Context: an optimization exercise on an open-source flow, tuned for small area and a short achievable clock period. The choices shown serve that exercise and are no tape-out recipe. The RTL was checked by simulation tests, not by an equivalence proof against the original design. No activity file was given, so power comes from the tool's default toggle rates.

==> flow/design.v <==
`timescale 1ns/10ps
package ccPkg;
	parameter int CellCount = 16;
	parameter int WordWidth = 32;
	parameter int VoltWidth = WordWidth / 2;
	parameter int CouplingY = 8;
	parameter int CouplingXY = 3;
	parameter int CouplingShift = 6;
	parameter int SinkCredits = 2;
endpackage
`timescale 1ns/10ps
module wordLineLoader #(
	parameter int WordLinesPerBlock = 8192
) (
	input logic clk,
	input logic reset,
	input logic inValid,
	input logic [ccPkg::CellCount*ccPkg::WordWidth-1:0] inWords,
	output logic laneValid,
	output logic laneFirst,
	output logic [ccPkg::CellCount*ccPkg::VoltWidth-1:0] laneVictim,
	output logic [ccPkg::CellCount*ccPkg::VoltWidth-1:0] laneStep
);
	localparam int CellCount = ccPkg::CellCount;
	localparam int WordWidth = ccPkg::WordWidth;
	localparam int VoltWidth = ccPkg::VoltWidth;
	localparam int LineBits = CellCount * VoltWidth;
	localparam int CountWidth = $clog2(WordLinesPerBlock);
	logic [CountWidth-1:0] wordCount;
	logic blockStart;
	logic seenLine;
	logic [LineBits-1:0] clampedStep;
	logic [LineBits-1:0] stepQ;
	logic [LineBits-1:0] presentQ;
	assign blockStart = (wordCount == '0);
	for (genvar c = 0; c < CellCount; c++)
	begin : gStep
		logic [VoltWidth-1:0] diff;
		logic noBorrow;
		ccAdd #(
			.Width(VoltWidth)
		) i_sub (
			.a(inWords[c*WordWidth+VoltWidth +: VoltWidth]),
			.b(~inWords[c*WordWidth +: VoltWidth]),
			.cin(1'b1),
			.sum(diff),
			.cout(noBorrow)
		);
		assign clampedStep[c*VoltWidth +: VoltWidth] = (noBorrow && !blockStart) ? diff : '0;
	end
	always_ff @(posedge clk or posedge reset)
	begin
		if (reset)
		begin
			wordCount <= '0;
			laneValid <= 1'b0;
		end
		else
		begin
			laneValid <= inValid;
			if (inValid)
				wordCount <= (wordCount == CountWidth'(WordLinesPerBlock - 1)) ? '0 : wordCount + 1'b1;
		end
	end
	always_ff @(posedge clk)
	begin
		stepQ <= clampedStep;
		for (int c = 0; c < CellCount; c++)
			presentQ[c*VoltWidth +: VoltWidth] <= inWords[c*WordWidth+VoltWidth +: VoltWidth];
	end
	always_ff @(posedge clk or posedge reset)
	begin
		if (reset)
			seenLine <= 1'b0;
		else if (laneValid)
			seenLine <= 1'b1;
	end
	assign laneFirst = !seenLine;
	always_ff @(posedge clk)
	begin
		if (laneValid)
			laneVictim <= presentQ;
	end
	assign laneStep = stepQ;
endmodule
`timescale 1ns/10ps
module ccAdd #(
	parameter int Width = 16
) (
	input logic [Width-1:0] a,
	input logic [Width-1:0] b,
	input logic cin,
	output logic [Width-1:0] sum,
	output logic cout
);
	localparam int Nodes = Width + 1;
	localparam int Levels = $clog2(Nodes);
	logic [Width-1:0] gen;
	logic [Width-1:0] prop;
	logic [Nodes-1:0] grpG [2*Levels];
	logic [Nodes-1:0] grpP [2*Levels];
	assign gen = a & b;
	assign prop = a ^ b;
	assign grpG[0] = {gen, cin};
	assign grpP[0] = {prop, 1'b0};
	for (genvar lv = 0; lv < Levels; lv++)
	begin : gUp
		for (genvar j = 0; j < Nodes; j++)
		begin : gNode
			if (j % (1 << (lv + 1)) == (1 << (lv + 1)) - 1)
			begin : gMerge
				assign grpG[lv+1][j] = grpG[lv][j] | (grpP[lv][j] & grpG[lv][j-(1<<lv)]);
				assign grpP[lv+1][j] = grpP[lv][j] & grpP[lv][j-(1<<lv)];
			end
			else
			begin : gPass
				assign grpG[lv+1][j] = grpG[lv][j];
				assign grpP[lv+1][j] = grpP[lv][j];
			end
		end
	end
	for (genvar lv = Levels - 1; lv >= 1; lv--)
	begin : gDown
		for (genvar j = 0; j < Nodes; j++)
		begin : gNode
			if (j % (1 << lv) == (1 << (lv - 1)) - 1 && j >= (1 << lv))
			begin : gMerge
				assign grpG[2*Levels-lv][j] = grpG[2*Levels-lv-1][j]
					| (grpP[2*Levels-lv-1][j] & grpG[2*Levels-lv-1][j-(1<<(lv-1))]);
				assign grpP[2*Levels-lv][j] = grpP[2*Levels-lv-1][j] & grpP[2*Levels-lv-1][j-(1<<(lv-1))];
			end
			else
			begin : gPass
				assign grpG[2*Levels-lv][j] = grpG[2*Levels-lv-1][j];
				assign grpP[2*Levels-lv][j] = grpP[2*Levels-lv-1][j];
			end
		end
	end
	assign sum = prop ^ grpG[2*Levels-1][Width-1:0];
	assign cout = grpG[2*Levels-1][Width];
endmodule
module couplingCell (
	input logic [ccPkg::VoltWidth-1:0] victim,
	input logic [ccPkg::VoltWidth-1:0] stepSelf,
	input logic [ccPkg::VoltWidth-1:0] stepLeft,
	input logic [ccPkg::VoltWidth-1:0] stepRight,
	output logic [ccPkg::VoltWidth:0] rowA,
	output logic [ccPkg::VoltWidth:0] rowB,
	output logic lowCarry
);
	localparam int VoltWidth = ccPkg::VoltWidth;
	localparam int CouplingShift = ccPkg::CouplingShift;
	localparam int TotalWidth = VoltWidth + CouplingShift + 1;
	typedef logic [TotalWidth-1:0] term_t;
	term_t vic64;
	term_t self8;
	term_t left1;
	term_t left2;
	term_t right1;
	term_t right2;
	term_t s1a, c1a, s1b, c1b;
	term_t s2, c2;
	term_t s3, c3;
	term_t sumRow;
	term_t carryRow;
	logic [CouplingShift-1:0] lowSum;
	always_comb
	begin
		vic64 = term_t'(victim) << CouplingShift;
		self8 = term_t'(stepSelf) << 3;
		left1 = term_t'(stepLeft);
		left2 = term_t'(stepLeft) << 1;
		right1 = term_t'(stepRight);
		right2 = term_t'(stepRight) << 1;
		s1a = left1 ^ left2 ^ right1;
		c1a = ((left1 & left2) | (left1 & right1) | (left2 & right1)) << 1;
		s1b = right2 ^ self8 ^ vic64;
		c1b = ((right2 & self8) | (right2 & vic64) | (self8 & vic64)) << 1;
		s2 = s1a ^ c1a ^ s1b;
		c2 = ((s1a & c1a) | (s1a & s1b) | (c1a & s1b)) << 1;
		s3 = s2 ^ c2 ^ c1b;
		c3 = ((s2 & c2) | (s2 & c1b) | (c2 & c1b)) << 1;
		sumRow = s3;
		carryRow = c3;
		{lowCarry, lowSum} = {1'b0, sumRow[CouplingShift-1:0]} + {1'b0, carryRow[CouplingShift-1:0]};
		rowA = sumRow[TotalWidth-1:CouplingShift];
		rowB = carryRow[TotalWidth-1:CouplingShift];
	end
endmodule
module couplingFinal (
	input logic [ccPkg::VoltWidth:0] rowA,
	input logic [ccPkg::VoltWidth:0] rowB,
	input logic lowCarry,
	input logic zero,
	output logic [ccPkg::VoltWidth-1:0] cellVth
);
	localparam int VoltWidth = ccPkg::VoltWidth;
	logic [VoltWidth:0] total;
	logic unused;
	ccAdd #(
		.Width(VoltWidth + 1)
	) i_add (
		.a(rowA),
		.b(rowB),
		.cin(lowCarry),
		.sum(total),
		.cout(unused)
	);
	assign cellVth = zero ? '0 : total[VoltWidth] ? '1 : total[VoltWidth-1:0];
endmodule
`timescale 1ns/10ps
module vthCollector (
	input logic clk,
	input logic reset,
	input logic push,
	input logic pushSoon,
	input logic [ccPkg::CellCount*ccPkg::VoltWidth-1:0] pushVth,
	output logic outValid,
	output logic [ccPkg::CellCount*ccPkg::VoltWidth-1:0] outVth,
	input logic outCredit,
	output logic inCredit
);
	localparam int LineBits = ccPkg::CellCount * ccPkg::VoltWidth;
	localparam int Depth = 3;
	logic [LineBits-1:0] store [Depth];
	logic [1:0] fill;
	logic [1:0] credits;
	logic [2:0] owed;
	logic pop;
	logic [Depth-1:0] slotLoad;
	logic [Depth-2:0] slotShift;
	logic [1:0] wrIdxNext;
	logic popNext;
	logic [1:0] fillNext;
	logic [1:0] creditsNext;
	logic [2:0] owedNext;
	assign fillNext = fill + {1'b0, push} - {1'b0, pop};
	assign creditsNext = credits + {1'b0, outCredit} - {1'b0, pop};
	assign owedNext = owed + {2'b00, pop} - {2'b00, inCredit};
	assign outValid = pop;
	assign popNext = (fillNext != 2'd0) && (creditsNext != 2'd0);
	assign wrIdxNext = fillNext - {1'b0, popNext};
	assign outVth = store[0];
	always_ff @(posedge clk)
	begin
		for (int i = 0; i < Depth; i++)
		begin
			if (slotLoad[i])
			begin
				if (i + 1 < Depth && slotShift[i % (Depth - 1)])
					store[i] <= store[(i + 1) % Depth];
				else
					store[i] <= pushVth;
			end
		end
	end
	always_ff @(posedge clk or posedge reset)
	begin
		if (reset)
		begin
			fill <= 2'd0;
			credits <= 2'd2;
			owed <= 3'd0;
			pop <= 1'b0;
			inCredit <= 1'b0;
			slotLoad <= '0;
			slotShift <= '0;
		end
		else
		begin
			fill <= fillNext;
			credits <= creditsNext;
			owed <= owedNext;
			pop <= popNext;
			inCredit <= ((owedNext != 3'd0) || popNext)
				&& ({1'b0, owedNext} + {2'b00, creditsNext} >= 4'd2);
			for (int i = 0; i < Depth; i++)
			begin
				if (i + 1 < Depth)
					slotShift[i % (Depth - 1)] <= popNext && 2'(i + 1) < fillNext;
				slotLoad[i] <= (popNext && i + 1 < Depth && 2'(i + 1) < fillNext)
					|| (pushSoon && wrIdxNext == 2'(i));
			end
		end
	end
endmodule
`timescale 1ns/10ps
module cciChannel #(
	parameter int WordLinesPerBlock = 8192
) (
	input logic clk,
	input logic reset,
	input logic inValid,
	input logic [ccPkg::CellCount*ccPkg::WordWidth-1:0] inWords,
	output logic inCredit,
	output logic outValid,
	output logic [ccPkg::CellCount*ccPkg::VoltWidth-1:0] outVth,
	input logic outCredit
);
	localparam int CellCount = ccPkg::CellCount;
	localparam int VoltWidth = ccPkg::VoltWidth;
	localparam int LineBits = CellCount * VoltWidth;
	localparam int RowBits = CellCount * (VoltWidth + 1);
	logic laneValid;
	logic laneFirst;
	logic sumFirstQ;
	logic [LineBits-1:0] laneVictim;
	logic [LineBits-1:0] laneStep;
	logic [RowBits-1:0] rowA;
	logic [RowBits-1:0] rowB;
	logic [CellCount-1:0] lowCarry;
	logic sumValid;
	logic [RowBits-1:0] rowAQ;
	logic [RowBits-1:0] rowBQ;
	logic [CellCount-1:0] lowCarryQ;
	logic [LineBits-1:0] cellVth;
	wordLineLoader #(
		.WordLinesPerBlock(WordLinesPerBlock)
	) i_loader (
		.clk(clk),
		.reset(reset),
		.inValid(inValid),
		.inWords(inWords),
		.laneValid(laneValid),
		.laneFirst(laneFirst),
		.laneVictim(laneVictim),
		.laneStep(laneStep)
	);
	for (genvar c = 0; c < CellCount; c++)
	begin : gCell
		couplingCell i_cell (
			.victim(laneVictim[c*VoltWidth +: VoltWidth]),
			.stepSelf(laneStep[c*VoltWidth +: VoltWidth]),
			.stepLeft((c == 0) ? '0 : laneStep[(c-1)*VoltWidth +: VoltWidth]),
			.stepRight((c == CellCount - 1) ? '0 : laneStep[(c+1)*VoltWidth +: VoltWidth]),
			.rowA(rowA[c*(VoltWidth+1) +: VoltWidth+1]),
			.rowB(rowB[c*(VoltWidth+1) +: VoltWidth+1]),
			.lowCarry(lowCarry[c])
		);
	end
	always_ff @(posedge clk or posedge reset)
	begin
		if (reset)
			sumValid <= 1'b0;
		else
			sumValid <= laneValid;
	end
	always_ff @(posedge clk)
	begin
		rowAQ <= rowA;
		rowBQ <= rowB;
		lowCarryQ <= lowCarry;
		sumFirstQ <= laneFirst;
	end
	for (genvar c = 0; c < CellCount; c++)
	begin : gFinal
		couplingFinal i_final (
			.rowA(rowAQ[c*(VoltWidth+1) +: VoltWidth+1]),
			.rowB(rowBQ[c*(VoltWidth+1) +: VoltWidth+1]),
			.lowCarry(lowCarryQ[c]),
			.zero(sumFirstQ),
			.cellVth(cellVth[c*VoltWidth +: VoltWidth])
		);
	end
	vthCollector i_collector (
		.clk(clk),
		.reset(reset),
		.push(sumValid),
		.pushSoon(laneValid),
		.pushVth(cellVth),
		.outValid(outValid),
		.outVth(outVth),
		.outCredit(outCredit),
		.inCredit(inCredit)
	);
endmodule
clock: 7.5 ns
lec_check: 0
cap_margin: 20
core_margin: 2
core_utilization: 40
place_density: 0.6
setup_slack_margin: 4.5
slew_margin: 20
run.sh (not shown) runs the stock make flow with config.mk's settings and CLKGATE_MAP_FILE= SYNTH_SCRIPT=/design/flow/synth_recipe.tcl, a recipe that flattens the netlist after the stock synthesis.
The baseline completed without violations.
Then changed:
--- a/flow/design.v
+++ b/flow/design.v
@@ -213,7 +213,6 @@
 	input logic clk,
 	input logic reset,
 	input logic push,
-	input logic pushSoon,
 	input logic [ccPkg::CellCount*ccPkg::VoltWidth-1:0] pushVth,
 	output logic outValid,
 	output logic [ccPkg::CellCount*ccPkg::VoltWidth-1:0] outVth,
@@ -227,10 +226,7 @@
 	logic [1:0] credits;
 	logic [2:0] owed;
 	logic pop;
-	logic [Depth-1:0] slotLoad;
-	logic [Depth-2:0] slotShift;
-	logic [1:0] wrIdxNext;
-	logic popNext;
+	logic [1:0] wrIdx;
 	logic [1:0] fillNext;
 	logic [1:0] creditsNext;
 	logic [2:0] owedNext;
@@ -238,20 +234,16 @@
 	assign creditsNext = credits + {1'b0, outCredit} - {1'b0, pop};
 	assign owedNext = owed + {2'b00, pop} - {2'b00, inCredit};
 	assign outValid = pop;
-	assign popNext = (fillNext != 2'd0) && (creditsNext != 2'd0);
-	assign wrIdxNext = fillNext - {1'b0, popNext};
+	assign wrIdx = fill - {1'b0, pop};
 	assign outVth = store[0];
 	always_ff @(posedge clk)
 	begin
 		for (int i = 0; i < Depth; i++)
 		begin
-			if (slotLoad[i])
-			begin
-				if (i + 1 < Depth && slotShift[i % (Depth - 1)])
-					store[i] <= store[(i + 1) % Depth];
-				else
-					store[i] <= pushVth;
-			end
+			if (pop && i + 1 < Depth && 2'(i + 1) < fill)
+				store[i] <= store[(i + 1) % Depth];
+			else if (push && wrIdx == 2'(i))
+				store[i] <= pushVth;
 		end
 	end
 	always_ff @(posedge clk or posedge reset)
@@ -263,24 +255,15 @@
 			owed <= 3'd0;
 			pop <= 1'b0;
 			inCredit <= 1'b0;
-			slotLoad <= '0;
-			slotShift <= '0;
 		end
 		else
 		begin
 			fill <= fillNext;
 			credits <= creditsNext;
 			owed <= owedNext;
-			pop <= popNext;
-			inCredit <= ((owedNext != 3'd0) || popNext)
+			pop <= (fillNext != 2'd0) && (creditsNext != 2'd0);
+			inCredit <= ((owedNext != 3'd0) || ((fillNext != 2'd0) && (creditsNext != 2'd0)))
 				&& ({1'b0, owedNext} + {2'b00, creditsNext} >= 4'd2);
-			for (int i = 0; i < Depth; i++)
-			begin
-				if (i + 1 < Depth)
-					slotShift[i % (Depth - 1)] <= popNext && 2'(i + 1) < fillNext;
-				slotLoad[i] <= (popNext && i + 1 < Depth && 2'(i + 1) < fillNext)
-					|| (pushSoon && wrIdxNext == 2'(i));
-			end
 		end
 	end
 endmodule
@@ -366,7 +349,6 @@
 		.clk(clk),
 		.reset(reset),
 		.push(sumValid),
-		.pushSoon(laneValid),
 		.pushVth(cellVth),
 		.outValid(outValid),
 		.outVth(outVth),
The new run ran to the end with no violations.
Power is higher by 0.36%.
Wire length goes up by 3.1%.
Worst hold slack is better by 8.6 ps.
Area after synthesis is lower by 0.36%.
Core utilization went down by 0.43 points.
Combinational power fell by about 2%.
Die area falls by 0.35%.
Register-to-register slack stays flat.
Final cell count is about the same.

-- what the ideal ports hide --
No port has a modelled driver above. Below, the same layouts with a new extraction and two added sets of constraints.
Step 1: set_driving_cell puts a clkbuf_16 on clk and a buf_2 on each other input, an assumption about the parent block.
Step 2 times the ports against the registers' clock, not the clock port: input delays grow and output delays shrink by t, the midpoint of the rising clock arrivals with the driver on.
Slacks: no drivers / after step 1 / after step 2; pairs: no drivers / after step 1.
run	t, ns	setup slack, ns	worst setup path after step 2	worst register clock-pin slew, ns
the first run	0.936	4.365 / 4.270 / 3.588	input to register	0.07 / 0.07
the second run	0.956	4.305 / 4.212 / 3.574	input to register	0.07 / 0.07
After both steps every run listed still meets setup and hold. For the first run, which loses most, drivers alone change the setup slack by -0.095 ns; drivers and shift together by -0.777 ns.
